Context: an optimization exercise on an open-source flow, tuned for small area, a short achievable clock period and few clock cycles per item. The choices shown serve that exercise and are no tape-out recipe.
For this run, only the layout was checked, not whether the RTL still works.

==> flow/design.v <==
module md4_iter_core (
   input  logic         clk,
   input  logic         rst,
   input  logic         start,
   input  logic         init_sel,
   input  logic [511:0] block_in,
   input  logic [127:0] chain_in,
   output logic         ready,
   output logic         busy,
   output logic         done,
   output logic [127:0] digest
);
   localparam logic [127:0] MD4_IV = 128'h10325476_98badcfe_efcdab89_67452301;
   localparam logic [31:0]  K2 = 32'h5a827999;
   localparam logic [31:0]  K3 = 32'h6ed9eba1;
   logic         busy_q, fin_q, done_q;
   logic [4:0]   cyc_q;
   logic [127:0] digest_q;
   logic [31:0]  b_q, c_q, p1_q, oa_q, ob_q, oc_q, od_q;
   logic [31:0]  h1x_q, h1a_q, h0x_q, h0a_q;   
   logic [15:0][31:0] x_q;
   logic [2:0]  rnd_q;
   logic [2:0]  rs0_q;    
   logic [5:0]  rs1_q;    
   logic [8:0]  xs0_q;    
   logic [7:0]  xs1_q;    
   logic [1:0]  ks_q;     
   logic [30:0] sel_d;
   function automatic logic [30:0] sel_tbl(input logic [4:0] c);
      case (c)
         5'd0: sel_tbl = 31'b00_01000000_001000000_000010_001_001;
         5'd1: sel_tbl = 31'b00_00000100_000100000_100000_100_001;
         5'd2: sel_tbl = 31'b00_00010000_000000100_000010_001_001;
         5'd3: sel_tbl = 31'b00_00000100_000010000_100000_100_001;
         5'd4: sel_tbl = 31'b00_00010000_010000000_000010_001_001;
         5'd5: sel_tbl = 31'b00_00010000_000001000_100000_100_001;
         5'd6: sel_tbl = 31'b00_01000000_000100000_000010_001_001;
         5'd7: sel_tbl = 31'b01_00100000_100000000_100000_100_001;
         5'd8: sel_tbl = 31'b01_10000000_000010000_000001_001_010;
         5'd9: sel_tbl = 31'b01_00000100_100000000_001000_010_010;
         5'd10: sel_tbl = 31'b01_00010000_010000000_000001_001_010;
         5'd11: sel_tbl = 31'b01_01000000_000100000_001000_010_010;
         5'd12: sel_tbl = 31'b01_00100000_010000000_000001_001_010;
         5'd13: sel_tbl = 31'b01_00001000_100000000_001000_010_010;
         5'd14: sel_tbl = 31'b01_01000000_000010000_000001_001_010;
         5'd15: sel_tbl = 31'b10_10000000_100000000_001000_010_010;
         5'd16: sel_tbl = 31'b10_00010000_000100000_000100_001_100;
         5'd17: sel_tbl = 31'b10_01000000_000100000_010000_100_100;
         5'd18: sel_tbl = 31'b10_00100000_000000100_000100_001_100;
         5'd19: sel_tbl = 31'b10_00000100_000000100_010000_100_100;
         5'd20: sel_tbl = 31'b10_00010000_000000100_000100_001_100;
         5'd21: sel_tbl = 31'b10_10000000_100000000_010000_100_100;
         5'd22: sel_tbl = 31'b10_01000000_000010000_000100_001_100;
         5'd23: sel_tbl = 31'b00_00000010_000000001_010000_100_100;
         5'd24: sel_tbl = 31'b00_00000001_000000010_000001_001_000;
         default: sel_tbl = 31'b00_01000000_001000000_000010_001_001;
      endcase
   endfunction
   logic go;
   assign go = busy_q ? ~fin_q : start;
   assign sel_d = go ? sel_tbl(busy_q ? cyc_q + 5'd1 : 5'd0) : '0;
   function automatic logic [31:0] fsel(input logic [2:0] r, input logic [31:0] b,
                                        input logic [31:0] c, input logic [31:0] d);
      fsel = ({32{r[0]}} & ((b & c) | (~b & d)))
           | ({32{r[1]}} & ((b & c) | (b & d) | (c & d)))
           | ({32{r[2]}} & (b ^ c ^ d));
   endfunction
   function automatic logic [31:0] rotl(input logic [31:0] v, input int s);
      rotl = (v << s) | (v >> (32 - s));
   endfunction
   logic [127:0] cv;
   assign cv = init_sel ? MD4_IV : chain_in;
   function automatic logic [63:0] fg(input logic [2:0] r, input logic [31:0] c,
                                      input logic [31:0] d);
      logic [31:0] g1, g0;
      g1 = ({32{r[0]}} & c) | ({32{r[1]}} & (c | d)) | ({32{r[2]}} & ~(c ^ d));
      g0 = ({32{r[0]}} & d) | ({32{r[1]}} & (c & d)) | ({32{r[2]}} & (c ^ d));
      fg = {g1, g0};
   endfunction
   function automatic logic [31:0] stepadd(input logic [31:0] b, input logic [127:0] h);
      logic [31:0] pp, gg, p0, gn, pn;
      pp = ({32{b}} & h[127:96]) | (~{32{b}} & h[63:32]);
      gg = ({32{b}} & h[95:64]) | (~{32{b}} & h[31:0]);
      p0 = pp;
      for (int l = 1; l < 32; l = l * 2) begin
         gn = gg;
         pn = pp;
         for (int i = l; i < 32; i++) begin
            gn[i] = gg[i] | (pp[i] & gg[i - l]);
            pn[i] = pp[i] & pp[i - l];
         end
         gg = gn;
         pp = pn;
      end
      stepadd = p0 ^ {gg[30:0], 1'b0};
   endfunction
   function automatic logic [127:0] hterms(input logic [63:0] g, input logic [31:0] p);
      hterms = {g[63:32] ^ p, g[63:32] & p, g[31:0] ^ p, g[31:0] & p};
   endfunction
   logic [31:0] s0, n0, s1, n1, b_d, c_d;
   logic ld_q;    
   assign s0 = stepadd(b_q, {h1x_q, h1a_q, h0x_q, h0a_q});
   assign n0 = ({32{rs0_q[0]}} & rotl(s0, 3))
             | ({32{rs0_q[1]}} & rotl(s0, 9))
             | ({32{rs0_q[2]}} & rotl(s0, 11));
   assign s1 = stepadd(n0, hterms(fg(rnd_q, b_q, c_q), p1_q));
   assign n1 = ({32{rs1_q[0]}} & rotl(s1, 5))
             | ({32{rs1_q[1]}} & rotl(s1, 7))
             | ({32{rs1_q[2]}} & rotl(s1, 9))
             | ({32{rs1_q[3]}} & rotl(s1, 13))
             | ({32{rs1_q[4]}} & rotl(s1, 15))
             | ({32{rs1_q[5]}} & rotl(s1, 19));
   logic [63:0] gnext;
   assign gnext = ld_q ? {cv[95:64], cv[127:96]} : fg(sel_d[2:0], n0, b_q);
   logic [31:0] xr0, xr1, ao0, ao1, xo0, xo1, ko, q0, q1;
   assign xr0 = ({32{xs0_q[0]}} & oa_q)
              | ({32{xs0_q[1]}} & oc_q)
              | ({32{xs0_q[2]}} & x_q[10])
              | ({32{xs0_q[3]}} & x_q[12])
              | ({32{xs0_q[4]}} & x_q[13])
              | ({32{xs0_q[5]}} & x_q[14])
              | ({32{xs0_q[6]}} & x_q[2])
              | ({32{xs0_q[7]}} & x_q[5])
              | ({32{xs0_q[8]}} & x_q[6]);
   assign xr1 = ({32{xs1_q[0]}} & ob_q)
              | ({32{xs1_q[1]}} & od_q)
              | ({32{xs1_q[2]}} & x_q[1])
              | ({32{xs1_q[3]}} & x_q[11])
              | ({32{xs1_q[4]}} & x_q[13])
              | ({32{xs1_q[5]}} & x_q[14])
              | ({32{xs1_q[6]}} & x_q[3])
              | ({32{xs1_q[7]}} & x_q[8]);
   assign ao0 = ld_q ? cv[31:0] : c_q;
   assign ao1 = ld_q ? cv[127:96] : b_q;
   assign xo0 = ld_q ? block_in[31:0] : xr0;
   assign xo1 = ld_q ? block_in[63:32] : xr1;
   assign ko  = ({32{ks_q[0]}} & K2) | ({32{ks_q[1]}} & K3);
   md4_add3 u_add0 (.a(ao0), .b(xo0), .c(ko), .s(q0));
   md4_add3 u_add1 (.a(ao1), .b(xo1), .c(ko), .s(q1));
   logic acc;
   assign acc = start & ~busy_q;
   always_ff @(posedge clk or posedge rst) begin
      if (rst) begin
         busy_q   <= 1'b0;
         fin_q    <= 1'b0;
         done_q   <= 1'b0;
         cyc_q    <= '0;
         digest_q <= '0;
         {ks_q, xs1_q, xs0_q, rs1_q, rs0_q, rnd_q} <= '0;
         ld_q     <= 1'b1;
      end else begin
         done_q <= 1'b0;
         {ks_q, xs1_q, xs0_q, rs1_q, rs0_q, rnd_q} <= sel_d;
         ld_q   <= ~go;
         if (acc) begin
            busy_q <= 1'b1;
            cyc_q  <= '0;
         end else if (busy_q) begin
            cyc_q <= cyc_q + 5'd1;
            if (cyc_q == 5'd23) fin_q <= 1'b1;
            if (fin_q) begin
               fin_q    <= 1'b0;
               busy_q   <= 1'b0;
               done_q   <= 1'b1;
               digest_q <= {p1_q, q0, q1, h0x_q};    
            end
         end
      end
   end
   always_ff @(posedge clk) begin
      p1_q <= q1;
      b_q <= n1 | ({32{ld_q}} & cv[63:32]);
      c_q <= n0 | ({32{ld_q}} & cv[95:64]);
      {h1x_q, h1a_q, h0x_q, h0a_q} <= hterms(gnext, q0);
      if (!busy_q) begin
         x_q <= block_in;
         oa_q <= cv[31:0];
         ob_q <= cv[63:32];
         oc_q <= cv[95:64];
         od_q <= cv[127:96];
      end else begin
         x_q[0] <= x_q[6];
         x_q[1] <= x_q[5];
         x_q[2] <= x_q[14];
         x_q[3] <= x_q[10];
         x_q[4] <= x_q[2];
         x_q[5] <= x_q[15];
         x_q[6] <= x_q[1];
         x_q[7] <= x_q[8];
         x_q[8] <= x_q[11];
         x_q[9] <= x_q[3];
         x_q[10] <= x_q[0];
         x_q[11] <= x_q[13];
         x_q[12] <= x_q[7];
         x_q[13] <= x_q[12];
         x_q[14] <= x_q[4];
         x_q[15] <= x_q[9];
      end
   end
   assign busy   = busy_q;
   assign ready  = ~busy_q;
   assign done   = done_q;
   assign digest = digest_q;
endmodule
module md4_add3 (
   input  logic [31:0] a,
   input  logic [31:0] b,
   input  logic [31:0] c,
   output logic [31:0] s
);
   assign s = a + b + c;
endmodule
==> flow/standard.sh <==
#!/bin/bash
# synth_recipe.tcl (not shown) runs the flow's synth.tcl, then flattens the netlist and writes it again
# the make line also repeats each setting of config.mk as NAME=value (left out here)
make -C /OpenROAD-flow-scripts/flow DESIGN_CONFIG=/design/flow/config.mk WORK_HOME=/design/flow/orfs CLKGATE_MAP_FILE= SYNTH_SCRIPT=/design/flow/synth_recipe.tcl "${@:-finish}"
==> flow/flow/run.sh <==
#!/bin/bash
set -euo pipefail
bash standard.sh 'BUFFER_PORTS_ARGS=-buffer_cell sky130_fd_sc_hd__buf_1' SETUP_SLACK_MARGIN=7 finish > standard_flow.log 2>&1
==> flow/constraint.sdc <==
create_clock -name core_clock -period 12.0 [get_ports {clk}]
set_input_delay 2.4000 -clock core_clock [delete_from_list [all_inputs] [get_ports {clk}]]
set_output_delay 2.4000 -clock core_clock [all_outputs]
set_load 0.01 [all_outputs]
==> flow/config.mk <==
export PLATFORM = sky130hd
export DESIGN_NAME = md4_iter_core
export DESIGN_NICKNAME = md4_iter_core
export VERILOG_FILES = /design/flow/design.v
export SDC_FILE = /design/flow/constraint.sdc
export NUM_CORES = 4
export LEC_CHECK = 0
export CAP_MARGIN = 20
export CORE_MARGIN = 2
export CORE_UTILIZATION = 40
export CTS_BUF_LIST = sky130_fd_sc_hd__clkbuf_4 sky130_fd_sc_hd__clkbuf_8
export SLEW_MARGIN = 20
export SYNTH_HIERARCHICAL = 1
==> results.txt <==
-- stage by stage --
stage          setup WS (ns)  util (%)  area (µm²)  hold WS [ns]
2_1_floorplan           6.47         -       56300         0.433
3_3_place_gp            4.64      44.2       60500         0.436
3_5_place_dp            4.58      44.2       60500         0.439
4_1_cts                 6.18      48.9       67000         0.426
5_1_grt                 5.94      49.6       67900         0.426
6_report                5.94      49.6       67900         0.427
-- area by class of cell --
cell class                 count  area [µm²]  share of cell area [%]
antenna                       28        70.1                   0.103
clock buffer                 278        3470                    5.11
clock inverter                49         559                   0.823
inverter                     225         875                    1.29
multi-input combinational   3673       33000                    48.6
sequential                  1027       22800                    33.5
tap                         1794        2240                    3.30
timing repair buffer         992        4910                    7.22
-- layer usage --
metal	GRT usage, %	wire [µm]
met3	9.81	27700
met2	52.3	108000
met5	0	44
met1	45.6	101000
met4	21.8	19300
-- cell usage in the layout (no fill, tap or decap), types with 36 or more instances in the layout --
master | netlist | layout
a221o_1 | 43 | 43
a221oi_1 | 44 | 40
o21ai_0 | 183 | 141
buf_4 | 6 | 179
ha_1 | 315 | 266
dfrtp_1 | 164 | 144
buf_1 | 41 | 772
nor2b_1 | 70 | 48
inv_1 | 219 | 209
dfxtp_1 | 734 | 703
a22oi_1 | 214 | 211
nor2_1 | 241 | 229
a21oi_2 | 1 | 39
edfxtp_1 | 128 | 128
a211oi_1 | 57 | 52
o22ai_1 | 36 | 36
nand3_1 | 88 | 87
o211ai_1 | 37 | 37
a222oi_1 | 112 | 112
mux2_2 | 726 | 703
fa_1 | 64 | 56
ha_4 | 0 | 39
clkbuf_8 | 0 | 222
mux2i_1 | 115 | 61
nand2_1 | 316 | 295
mux2i_2 | 4 | 36
nor3_1 | 55 | 47
nand4_1 | 66 | 66
xnor2_1 | 81 | 51
clkbuf_4 | 0 | 57
a21oi_1 | 246 | 196
-- per-module statistics from Yosys, one instance, submodules excluded --
module,times used,cell area (µm²),cells inside,flip-flops and latches
md4_add3,2,2440,296,0
md4_iter_core,1,50100,4644,1027
-- worst register-to-register path, stage by stage (launching register included) --
cell and delay [ns]:
dfxtp_4 0.38, mux2_4 0.36, a211o_4 0.39, a21oi_4 0.28, o21ai_4 0.10, a211oi_4 0.35, mux2_4 0.34, a211o_4 0.39
or3b_4 0.43, nand2_4 0.08, ha_4 0.13, nor2_2 0.03, nand4_1 0.12, a31oi_2 0.14, a2111o_1 0.50, a21oi_2 0.23
o211ai_2 0.16, a21oi_2 0.21, mux2i_1 0.09, or4_4 0.58, nand2_1 0.11, nand4_1 0.35
-- final timing paths --
check	start	to	slack [ns]	cells after the start
max	b_q[0]$_DFF_P_	b_q[1]$_DFF_P_	5.94	21
min	x_q[6]$_DFF_P_	x_q[326]$_DFF_P_	0.43	1
max reg2reg	b_q[0]$_DFF_P_	b_q[1]$_DFF_P_	5.94	21
min reg2reg	x_q[6]$_DFF_P_	x_q[326]$_DFF_P_	0.43	1
max in group asynchronous	rst	xs1_q[4]$_DFF_PP0_	8.50	4
min in group asynchronous	rst	digest_q[124]$_DFFE_PP0P_	1.44	2
-- cells by family after synthesis --
group                      count (synthesis)  share of synthesized area, %
xor gates and xnor gates                 114                          1.83
and+or+nand+nor                         1035                          9.20
DFF                                     1027                          41.3
buffers and inverters                    551                          3.95
adders and majority gates                379                          9.50
muxes                                    852                          17.3
other                                      1                       0.00682
AOI/OAI and AO/OA                       1277                          17.0
-- sequential cells by signal, summed over array words and instances, names as in the netlist, 7 cells and up --
name	count
h1x_q	32
b_q	32
ob_q	32
digest_q	128
xs0_q	7
od_q	32
c_q	32
p1_q	32
h1a_q	31
xs1_q	8
x_q	512
oc_q	32
oa_q	32
h0x_q	32
h0a_q	31
-- repair_timing --
action | 4_1_cts | 5_1_grt
gates cloned | 6 | 1
gates resized for setup | 308 | 110
setup endpoints to repair | 202 | 134
setup buffers | 95 | 38
pin swaps | 96 | 69
==> results.cfg <==
[timing]
rsz0062_at_grt = yes
relSlewSlack_pct = 23.3
final-hold-violation-count = 0
finalSetupViolCount = 0
setup_tns_ns = 0
final.period_utilization_pct = 50.5
tightest_slew_ns = 1.14
min_period_ns = 6.06
fmax_mhz = 165
skew_ns = 0.0783
maxSlewViolCount = 0

[clocking]
clk_latency_ns = 0.97
cts_tree = done
cts_buffer_depth = 3
htreeDepth = 4
clock_sinks = 1027
cts_root_buffer = clkbuf_8
ctsHoldBuffers = 0
clk_pin_slew_ns = 0.07
cts_made_buffers = 176

[synthesis]
ys_warn_count = 7
yosysMostFrequentCell = dfxtp_1
ys_types = 115
syn_area_per_cell_um2 = 10.5
yosys.area.top_type = dfxtp_1
ys_ff_latch = 1027
synth_top_area_share_pct = 26.7
synthCells = 5236
synth_edf_count = 128
synth_common_cells = dfxtp_1, mux2_2, nand2_1
async_flop_share_pct = 16.1
synth_area_mm2 = 0.0550
synthTopCellsByArea = dfxtp_1, mux2_2, dfrtp_1, ha_1, edfxtp_1
yosysSeqAreaShare_pct = 41.3
synth_ff_type = dfxtp_1

[global_route]
grt_overflow_total = 0
grt_usage_pct = 35.4
grt_pass1_vias = 47300
grt_max_degree = 125
antenna_found_initial = 47
grt_pass1_wl_um = 356000

[worst_setup_path]
cp_top_family = compound AO/OA/AOI/OAI gates
slowest_delay_ns = 0.58
timing.setup.critical_path_class = reg -> reg
crit_fanout = 6
endpoint_kind = flop
path_buf_inv = 0
cp.arrival_ns = 6.71
crit_path_cell_trace = mux2_4 > a211o_4 > a21oi_4 > o21ai_4 > a211oi_4 > mux2_4 > a211o_4 > or3b_4 > nand2_4 > ha_4 > nor2_2 > nand4_1 > a31oi_2 > a2111o_1 > a21oi_2 > o211ai_2 > a21oi_2 > mux2i_1 > or4_4 > nand2_1 > nand4_1
slowest_stage = or4_4
cp-start-kind = flop
worstPathRequired_ns = 12.65

[cells_and_area]
area_growth_pct = 23.6
fin_cells = 8066
fillerInstances = 12500
layout-drive-gt1-share_pct = 29.2
final_nets = 7118

[run_status]
status = no timing/DRC/antenna violations

[floorplanning]
dieArea_mm2 = 0.140
io_pins = 775
core_mm2 = 0.137
fp-row-count = 136
chipWidth_um = 375
start_util_pct = 40.1
die_h_um = 375

[job]
maxCapViolCount = 0

[placed_design]
gp_congestion = 1.05
io_buffers = 774
post-place-cells = 7571
place.detailed.hpwl_um = 194000

[drt]
via_per_inst = 6.12
wire_per_inst_um = 31.9
ant_nets = 0
drt_iter0_drc = 6795
drtPass1Iterations = 8
vias = 49400
drc = 0
drt_wl_total_um = 257000

[worst_hold_path]
hold_class = reg -> reg

-- what the ideal ports hide --
No port has a modelled driver above. Below, the same layout with a new extraction and two added sets of constraints. Step 1 sets driving cells, clkbuf_16 on the clock port and buf_2 on the other inputs (assumed; they add their load-dependent delay and slew). Step 2 times the ports against the registers' clock, not the clock port: input delays grow and output delays shrink by t, the midpoint of the rising clock arrivals with the driver on. Three values: no drivers, after step 1, after step 2; two values: the first two.
t (ns): 1.001
slack for setup (ns): 5.943 / 5.943 / 5.661
worst setup path after step 2: input to register
After both steps this run still meets setup and hold. For this run, drivers alone change the setup slack by 0.000 ns; drivers and shift together by -0.282 ns.
